Context: an optimization exercise on an open-source flow, tuned for small area and a short achievable clock period. The choices shown serve that exercise and are no tape-out recipe.
Where RTL was checked, it was by simulation tests only, not by an equivalence proof against the original.
Power figures rest on the tool's default switching activity, not on a simulated workload.

==> inputs of 07-04 <==
==> flow/design.v (excerpt) <==
module ram_dp_be #(
  parameter int    dataWidth    = 16,
  parameter int    addrWidth    = 8,
  parameter int    byteWidth    = 8,
  parameter int    rdwMode      = 0,
  parameter int    outReg       = 1,
  parameter int    clearOnReset = 1,
  parameter        filename     = "data.txt"
) (
  input  logic                           clk,
  input  logic                           reset,
  input  logic                           write,
  input  logic [addrWidth-1:0]           writeAddress,
  input  logic [dataWidth/byteWidth-1:0] byteEnable,
  input  logic [dataWidth-1:0]           in,
  input  logic                           read,
  input  logic [addrWidth-1:0]           readAddress,
  output logic [dataWidth-1:0]           out,
  output logic                           outValid,
  output logic                           busy
);
==> module ram_dp_be, before the edit <==
module ram_dp_be #(
  parameter int    dataWidth    = 16,
  parameter int    addrWidth    = 8,
  parameter int    byteWidth    = 8,
  parameter int    rdwMode      = 0,
  parameter int    outReg       = 1,
  parameter int    clearOnReset = 1,
  parameter        filename     = "data.txt"
) (
  input  logic                           clk,
  input  logic                           reset,
  input  logic                           write,
  input  logic [addrWidth-1:0]           writeAddress,
  input  logic [dataWidth/byteWidth-1:0] byteEnable,
  input  logic [dataWidth-1:0]           in,
  input  logic                           read,
  input  logic [addrWidth-1:0]           readAddress,
  output logic [dataWidth-1:0]           out,
  output logic                           outValid,
  output logic                           busy
);
  localparam int Lanes = dataWidth / byteWidth;
  localparam int Depth = 1 << addrWidth;
  localparam int QW    = 3;                     
  localparam int NQ    = 1 << QW;
  localparam int SW    = addrWidth - QW;        
  localparam int NS    = 1 << SW;
  ram_clear_fsm #(
    .addrWidth    (addrWidth),
    .clearOnReset (clearOnReset)
  ) u_clr (
    .clk   (clk),
    .reset (reset),
    .busy  (busy)
  );
  logic wrAcc, rdAcc;
  assign wrAcc = write & ~busy & ~reset;
  assign rdAcc = read & ~busy & ~reset;
  logic clr_q;    
  always_ff @(posedge clk) begin
    clr_q <= reset;
  end
  logic [Depth-1:0]       wsel;
  logic [Depth*Lanes-1:0] keep;
  logic [dataWidth-1:0]   wdat;
  ram_wr_dec #(
    .dataWidth (dataWidth),
    .addrWidth (addrWidth),
    .byteWidth (byteWidth)
  ) u_wdec (
    .wrAcc        (wrAcc),
    .clear        (clr_q),
    .writeAddress (writeAddress),
    .byteEnable   (byteEnable),
    .in           (in),
    .wsel         (wsel),
    .keep         (keep),
    .wdat         (wdat)
  );
  logic [dataWidth-1:0] mem [Depth];
  for (genvar w = 0; w < Depth; w++) begin : g_word
    for (genvar l = 0; l < Lanes; l++) begin : g_lane
      always_ff @(posedge clk) begin
        mem[w][l*byteWidth +: byteWidth] <=
          (mem[w][l*byteWidth +: byteWidth] & {byteWidth{keep[w*Lanes + l]}}) |
          (wdat[l*byteWidth +: byteWidth] & {byteWidth{wsel[w]}});
      end
    end
  end
  logic [NS-1:0] rsel;
  ram_rd_dec #(.selWidth (SW)) u_rdec (
    .addr (readAddress[SW-1:0]),
    .sel  (rsel)
  );
  logic [dataWidth-1:0] part_q [NQ];    
  logic [NQ-1:0]        rq_q;           
  logic                 rv_q;
  for (genvar q = 0; q < NQ; q++) begin : g_q
    for (genvar c = 0; c < dataWidth; c++) begin : g_c
      logic [NS-1:0] t;
      for (genvar j = 0; j < NS; j++) begin : g_t
        assign t[j] = mem[q*NS + j][c] & rsel[j];
      end
      always_ff @(posedge clk) begin
        part_q[q][c] <= |t;
      end
    end
  end
  always_ff @(posedge clk) begin
    for (int q = 0; q < NQ; q++) begin
      rq_q[q] <= rdAcc & (readAddress[addrWidth-1:SW] == QW'(q));
    end
    rv_q <= rdAcc;
  end
  logic [dataWidth-1:0] rdWord;
  always_comb begin
    rdWord = '0;
    for (int q = 0; q < NQ; q++) begin
      rdWord = rdWord | (part_q[q] & {dataWidth{rq_q[q]}});
    end
  end
  logic [dataWidth-1:0] out_q;
  logic                 ov_q;
  always_ff @(posedge clk) begin
    if (reset) begin
      out_q <= '0;
      ov_q  <= 1'b0;
    end else begin
      out_q <= rdWord | (out_q & {dataWidth{~rv_q}});
      ov_q  <= rv_q;
    end
  end
  assign out      = out_q;
  assign outValid = ov_q;
endmodule
==> module ram_wr_dec, before the edit <==
module ram_wr_dec #(
  parameter int dataWidth = 16,
  parameter int addrWidth = 8,
  parameter int byteWidth = 8
) (
  input  logic                                         wrAcc,
  input  logic                                         clear,
  input  logic [addrWidth-1:0]                         writeAddress,
  input  logic [dataWidth/byteWidth-1:0]               byteEnable,
  input  logic [dataWidth-1:0]                         in,
  output logic [(1<<addrWidth)-1:0]                    wsel,
  output logic [(1<<addrWidth)*(dataWidth/byteWidth)-1:0] keep,
  output logic [dataWidth-1:0]                         wdat
);
  localparam int Lanes = dataWidth / byteWidth;
  localparam int Depth = 1 << addrWidth;
  logic [Lanes-1:0] laneWr;
  for (genvar l = 0; l < Lanes; l++) begin : g_lane
    assign laneWr[l] = wrAcc & byteEnable[l];
    assign wdat[l*byteWidth +: byteWidth] =
      in[l*byteWidth +: byteWidth] & {byteWidth{laneWr[l]}};
  end
  for (genvar w = 0; w < Depth; w++) begin : g_word
    assign wsel[w] = (writeAddress == addrWidth'(w));
    for (genvar l = 0; l < Lanes; l++) begin : g_keep
      assign keep[w*Lanes + l] = ~(wsel[w] & laneWr[l]) & ~clear;
    end
  end
endmodule
==> module ram_rd_dec, before the edit <==
module ram_rd_dec #(
  parameter int selWidth = 4
) (
  input  logic [selWidth-1:0]      addr,
  output logic [(1<<selWidth)-1:0] sel
);
  for (genvar j = 0; j < (1 << selWidth); j++) begin : g_sel
    assign sel[j] = (addr == selWidth'(j));
  end
endmodule
==> module ram_clear_fsm, before the edit <==
module ram_clear_fsm #(
  parameter int addrWidth    = 8,
  parameter int clearOnReset = 1
) (
  input  logic clk,
  input  logic reset,
  output logic busy
);
  logic                 busy_q;
  logic [addrWidth-1:0] cnt_q;
  always_ff @(posedge clk) begin
    if (reset) begin
      busy_q <= (clearOnReset != 0);
      cnt_q  <= '0;
    end else if (busy_q) begin
      cnt_q <= cnt_q + 1'b1;
      if (&cnt_q) begin
        busy_q <= 1'b0;
      end
    end
  end
  assign busy = busy_q;
endmodule
make LEC_CHECK=0 CAP_MARGIN=20 CORE_MARGIN=2 CORE_UTILIZATION=45 CTS_CLUSTER_DIAMETER=100 CTS_CLUSTER_SIZE=25 SETUP_SLACK_MARGIN=1.5 SLEW_MARGIN=20 SYNTH_HIERARCHICAL=1 finish   # period 4.0 ns
run.sh (not shown) runs the stock make flow with config.mk's settings and CLKGATE_MAP_FILE= SYNTH_SCRIPT=/design/flow/synth_recipe.tcl, a recipe that flattens the netlist after the stock synthesis.
==> 10-26: changes against 07-04 <==
==> flow/design.v (replaced) <==
package ram_pkg;
  typedef enum logic {
    IDLE,
    CLEAR
  } state_t;
  localparam int RDW_READ_FIRST  = 0;
  localparam int RDW_WRITE_FIRST = 1;
endpackage
module ram_clear_fsm #(
  parameter int addrWidth    = 8,
  parameter int clearOnReset = 1
) (
  input  logic clk,
  input  logic reset,
  output logic busy
);
  logic                 busy_q;
  logic [addrWidth-1:0] cnt_q;
  always_ff @(posedge clk) begin
    if (reset) begin
      busy_q <= (clearOnReset != 0);
      cnt_q  <= '0;
    end else if (busy_q) begin
      cnt_q <= cnt_q + 1'b1;
      if (&cnt_q) begin
        busy_q <= 1'b0;
      end
    end
  end
  assign busy = busy_q;
endmodule
module ram_dp_be #(
  parameter int    dataWidth    = 16,
  parameter int    addrWidth    = 8,
  parameter int    byteWidth    = 8,
  parameter int    rdwMode      = 0,
  parameter int    outReg       = 1,
  parameter int    clearOnReset = 1,
  parameter        filename     = "data.txt"
) (
  input  logic                           clk,
  input  logic                           reset,
  input  logic                           write,
  input  logic [addrWidth-1:0]           writeAddress,
  input  logic [dataWidth/byteWidth-1:0] byteEnable,
  input  logic [dataWidth-1:0]           in,
  input  logic                           read,
  input  logic [addrWidth-1:0]           readAddress,
  output logic [dataWidth-1:0]           out,
  output logic                           outValid,
  output logic                           busy
);
  localparam int Lanes = dataWidth / byteWidth;
  localparam int Depth = 1 << addrWidth;
  localparam int LoW   = addrWidth / 2;
  localparam int HiW   = addrWidth - LoW;
  localparam int NLo   = 1 << LoW;
  localparam int NHi   = 1 << HiW;
  ram_clear_fsm #(
    .addrWidth    (addrWidth),
    .clearOnReset (clearOnReset)
  ) u_clr (
    .clk   (clk),
    .reset (reset),
    .busy  (busy)
  );
  logic wrAcc, rdAcc;
  assign wrAcc = write & ~busy & ~reset;
  assign rdAcc = read & ~busy & ~reset;
  logic                 clr_q;    
  logic [Lanes-1:0]     wl_q;     
  logic [addrWidth-1:0] wa_q;
  logic [dataWidth-1:0] wd_q;     
  logic [NHi-1:0]       rhi_q;    
  logic [NLo-1:0]       rlo_q;    
  logic                 rv_q;
  always_ff @(posedge clk) begin
    clr_q <= reset;
    wa_q  <= writeAddress;
    for (int l = 0; l < Lanes; l++) begin
      wl_q[l] <= wrAcc & byteEnable[l];
      wd_q[l*byteWidth +: byteWidth] <=
        in[l*byteWidth +: byteWidth] & {byteWidth{wrAcc & byteEnable[l]}};
    end
    for (int h = 0; h < NHi; h++) begin
      rhi_q[h] <= rdAcc & (readAddress[addrWidth-1:LoW] == HiW'(h));
    end
    for (int i = 0; i < NLo; i++) begin
      rlo_q[i] <= (readAddress[LoW-1:0] == LoW'(i));
    end
    rv_q <= rdAcc;
  end
  logic [dataWidth-1:0] mem [Depth];
  for (genvar w = 0; w < Depth; w++) begin : g_word
    logic             wsel;
    logic [Lanes-1:0] keep;
    assign wsel = (wa_q == addrWidth'(w));
    for (genvar l = 0; l < Lanes; l++) begin : g_lane
      assign keep[l] = ~(wsel & wl_q[l]) & ~clr_q;
      always_ff @(posedge clk) begin
        mem[w][l*byteWidth +: byteWidth] <=
          (mem[w][l*byteWidth +: byteWidth] & {byteWidth{keep[l]}}) |
          (wd_q[l*byteWidth +: byteWidth] & {byteWidth{wsel}});
      end
    end
  end
  logic [dataWidth-1:0] rdWord;
  always_comb begin
    rdWord = '0;
    for (int w = 0; w < Depth; w++) begin
      rdWord = rdWord |
        (mem[w] & {dataWidth{rhi_q[w / NLo] & rlo_q[w % NLo]}});
    end
  end
  logic [dataWidth-1:0] out_q;
  logic                 ov_q;
  always_ff @(posedge clk) begin
    if (reset) begin
      out_q <= '0;
      ov_q  <= 1'b0;
    end else begin
      out_q <= rdWord | (out_q & {dataWidth{~rv_q}});
      ov_q  <= rv_q;
    end
  end
  assign out      = out_q;
  assign outValid = ov_q;
endmodule
Settings changed: CORE_UTILIZATION 45 to 60, CTS_CLUSTER_DIAMETER 100 to unset, CTS_CLUSTER_SIZE 25 to unset, SETUP_SLACK_MARGIN 1.5 to unset, SYNTH_HIERARCHICAL 1 to unset.
==> 06-02: changes against 07-04 <==
--- a/flow/design.v
+++ b/flow/design.v
@@ -13,20 +13,28 @@
   input  logic clk,
   input  logic reset,
+  output logic busyInt,
   output logic busy
 );
-  logic                 busy_q;
+  logic                 busy_q, busyOut_q;
   logic [addrWidth-1:0] cnt_q;
   always_ff @(posedge clk) begin
     if (reset) begin
-      busy_q <= (clearOnReset != 0);
-      cnt_q  <= '0;
-    end else if (busy_q) begin
-      cnt_q <= cnt_q + 1'b1;
-      if (&cnt_q) begin
-        busy_q <= 1'b0;
-      end
-    end
-  end
-  assign busy = busy_q;
+      busy_q    <= (clearOnReset != 0);
+      busyOut_q <= (clearOnReset != 0);
+      cnt_q     <= '0;
+    end else begin
+      if (busy_q) begin
+        cnt_q <= cnt_q + 1'b1;
+        if (&cnt_q) begin
+          busy_q <= 1'b0;
+        end
+      end
+      if (busyOut_q && (&cnt_q)) begin
+        busyOut_q <= 1'b0;
+      end
+    end
+  end
+  assign busyInt = busy_q;
+  assign busy    = busyOut_q;
 endmodule
 module ram_dp_be #(
@@ -57,15 +65,17 @@
   localparam int SW    = addrWidth - QW;        
   localparam int NS    = 1 << SW;
+  logic busyInt;
   ram_clear_fsm #(
     .addrWidth    (addrWidth),
     .clearOnReset (clearOnReset)
   ) u_clr (
-    .clk   (clk),
-    .reset (reset),
-    .busy  (busy)
-  );
-  logic wrAcc, rdAcc;
-  assign wrAcc = write & ~busy & ~reset;
-  assign rdAcc = read & ~busy & ~reset;
+    .clk     (clk),
+    .reset   (reset),
+    .busyInt (busyInt),
+    .busy    (busy)
+  );
+  logic wrReq, rdAcc;
+  assign wrReq = write & ~reset;    
+  assign rdAcc = read & ~busyInt & ~reset;
   logic clr_q;    
   always_ff @(posedge clk) begin
@@ -80,5 +90,6 @@
     .byteWidth (byteWidth)
   ) u_wdec (
-    .wrAcc        (wrAcc),
+    .wrReq        (wrReq),
+    .busy         (busyInt),
     .clear        (clr_q),
     .writeAddress (writeAddress),
@@ -150,5 +161,6 @@
   parameter int byteWidth = 8
 ) (
-  input  logic                                         wrAcc,
+  input  logic                                         wrReq,
+  input  logic                                         busy,
   input  logic                                         clear,
   input  logic [addrWidth-1:0]                         writeAddress,
@@ -161,15 +173,41 @@
   localparam int Lanes = dataWidth / byteWidth;
   localparam int Depth = 1 << addrWidth;
-  logic [Lanes-1:0] laneWr;
+  localparam int LoW   = addrWidth / 2;
+  localparam int HiW   = addrWidth - LoW;
+  logic [(1<<HiW)-1:0] hiDec, hiSel;
+  logic [(1<<LoW)-1:0] loSel;
+  ram_wr_pre #(.addrWidth (addrWidth)) u_pre (
+    .wrReq        (wrReq),
+    .writeAddress (writeAddress),
+    .hiSel        (hiDec),
+    .loSel        (loSel)
+  );
+  assign hiSel = hiDec & {(1<<HiW){~busy}};
   for (genvar l = 0; l < Lanes; l++) begin : g_lane
-    assign laneWr[l] = wrAcc & byteEnable[l];
     assign wdat[l*byteWidth +: byteWidth] =
-      in[l*byteWidth +: byteWidth] & {byteWidth{laneWr[l]}};
+      in[l*byteWidth +: byteWidth] & {byteWidth{byteEnable[l]}};
   end
   for (genvar w = 0; w < Depth; w++) begin : g_word
-    assign wsel[w] = (writeAddress == addrWidth'(w));
+    assign wsel[w] = hiSel[w >> LoW] & loSel[w % (1 << LoW)];
     for (genvar l = 0; l < Lanes; l++) begin : g_keep
-      assign keep[w*Lanes + l] = ~(wsel[w] & laneWr[l]) & ~clear;
-    end
+      assign keep[w*Lanes + l] = ~(wsel[w] & byteEnable[l]) & ~clear;
+    end
+  end
+endmodule
+module ram_wr_pre #(
+  parameter int addrWidth = 8
+) (
+  input  logic                                wrReq,
+  input  logic [addrWidth-1:0]                writeAddress,
+  output logic [(1<<(addrWidth-addrWidth/2))-1:0] hiSel,
+  output logic [(1<<(addrWidth/2))-1:0]       loSel
+);
+  localparam int LoW = addrWidth / 2;
+  localparam int HiW = addrWidth - LoW;
+  for (genvar h = 0; h < (1 << HiW); h++) begin : g_hi
+    assign hiSel[h] = wrReq & (writeAddress[addrWidth-1:LoW] == HiW'(h));
+  end
+  for (genvar i = 0; i < (1 << LoW); i++) begin : g_lo
+    assign loSel[i] = (writeAddress[LoW-1:0] == LoW'(i));
   end
 endmodule
==> flow/flow/run.sh (new file) <==
#!/bin/bash
# Layout flow: the standard flow (standard.sh, unchanged synthesis and
# steps), except that the port buffers inserted before placement are plain
# sky130_fd_sc_hd__buf_4 cells instead of the delay cells buffer_ports picks
# by default. Every input and output port still gets its own buffer.
# make's full output goes to flow_make.log in the work folder; each ORFS
# step also keeps its own log under orfs/logs/.
set -euo pipefail
cd "$(dirname "${BASH_SOURCE[0]}")/.."
bash standard.sh finish \
  "BUFFER_PORTS_ARGS=-buffer_cell sky130_fd_sc_hd__buf_4" \
  > flow_make.log 2>&1
==> flow/standard.sh (new file) <==
#!/bin/bash
# synth_recipe.tcl (not shown) runs the flow's synth.tcl, then flattens the netlist and writes it again
# the make line also repeats each setting of config.mk as NAME=value (left out here)
make -C /OpenROAD-flow-scripts/flow DESIGN_CONFIG=/design/flow/config.mk WORK_HOME=/design/flow/orfs CLKGATE_MAP_FILE= SYNTH_SCRIPT=/design/flow/synth_recipe.tcl "${@:-finish}"
Settings changed: CORE_UTILIZATION 45 to 55, SETUP_SLACK_MARGIN 1.5 to 1.6.
removed: flow/run.sh
==> notes <==
10-26 did not get past global routing, error GRT-0116. 06-02 ran to the end with no violations. 07-04 finished with timing, DRC and antenna clean.
Against 06-02, the first-iteration DRC count of 07-04 is smaller by 9.8%.
In 06-02 the die area is lower than in 07-04, by about 19%.
Between 06-02 and 07-04, the lower total power is in 07-04 (gap 0.55%, measured against 07-04).
Against 07-04, the utilization of 06-02 is higher by 9.4 points.
For 10-26, only the layout was checked, not whether the RTL still works.

-- port drivers added, routing unchanged --
No port has a modelled driver above. Below, the same layouts with a new extraction and two added sets of constraints. Step 1 assumes that a clkbuf_16 drives the clock port and a buf_2 every other input. Step 2 also shifts input and output timing later by t, the mid clock arrival at the registers, as if the neighbouring blocks saw the same clock. Slacks: ideal ports / drivers / drivers and shift; pairs: ideal ports / drivers.
run	t (ns)	setup slack, ns	worst setup path at the end	clock arrival spread, ns	worst data-port slew with drivers (ns)
07-04	1.045	1.409 / 1.280 / 0.235	input to register	0.067 / 0.068	0.33
06-02	1.046	1.487 / 1.478 / 0.472	input to register	0.041 / 0.041	0.23
After both steps every run listed still meets setup and hold. The setup slack of 07-04, which loses most, moves by -0.129 ns with the drivers and by -1.174 ns with both steps.
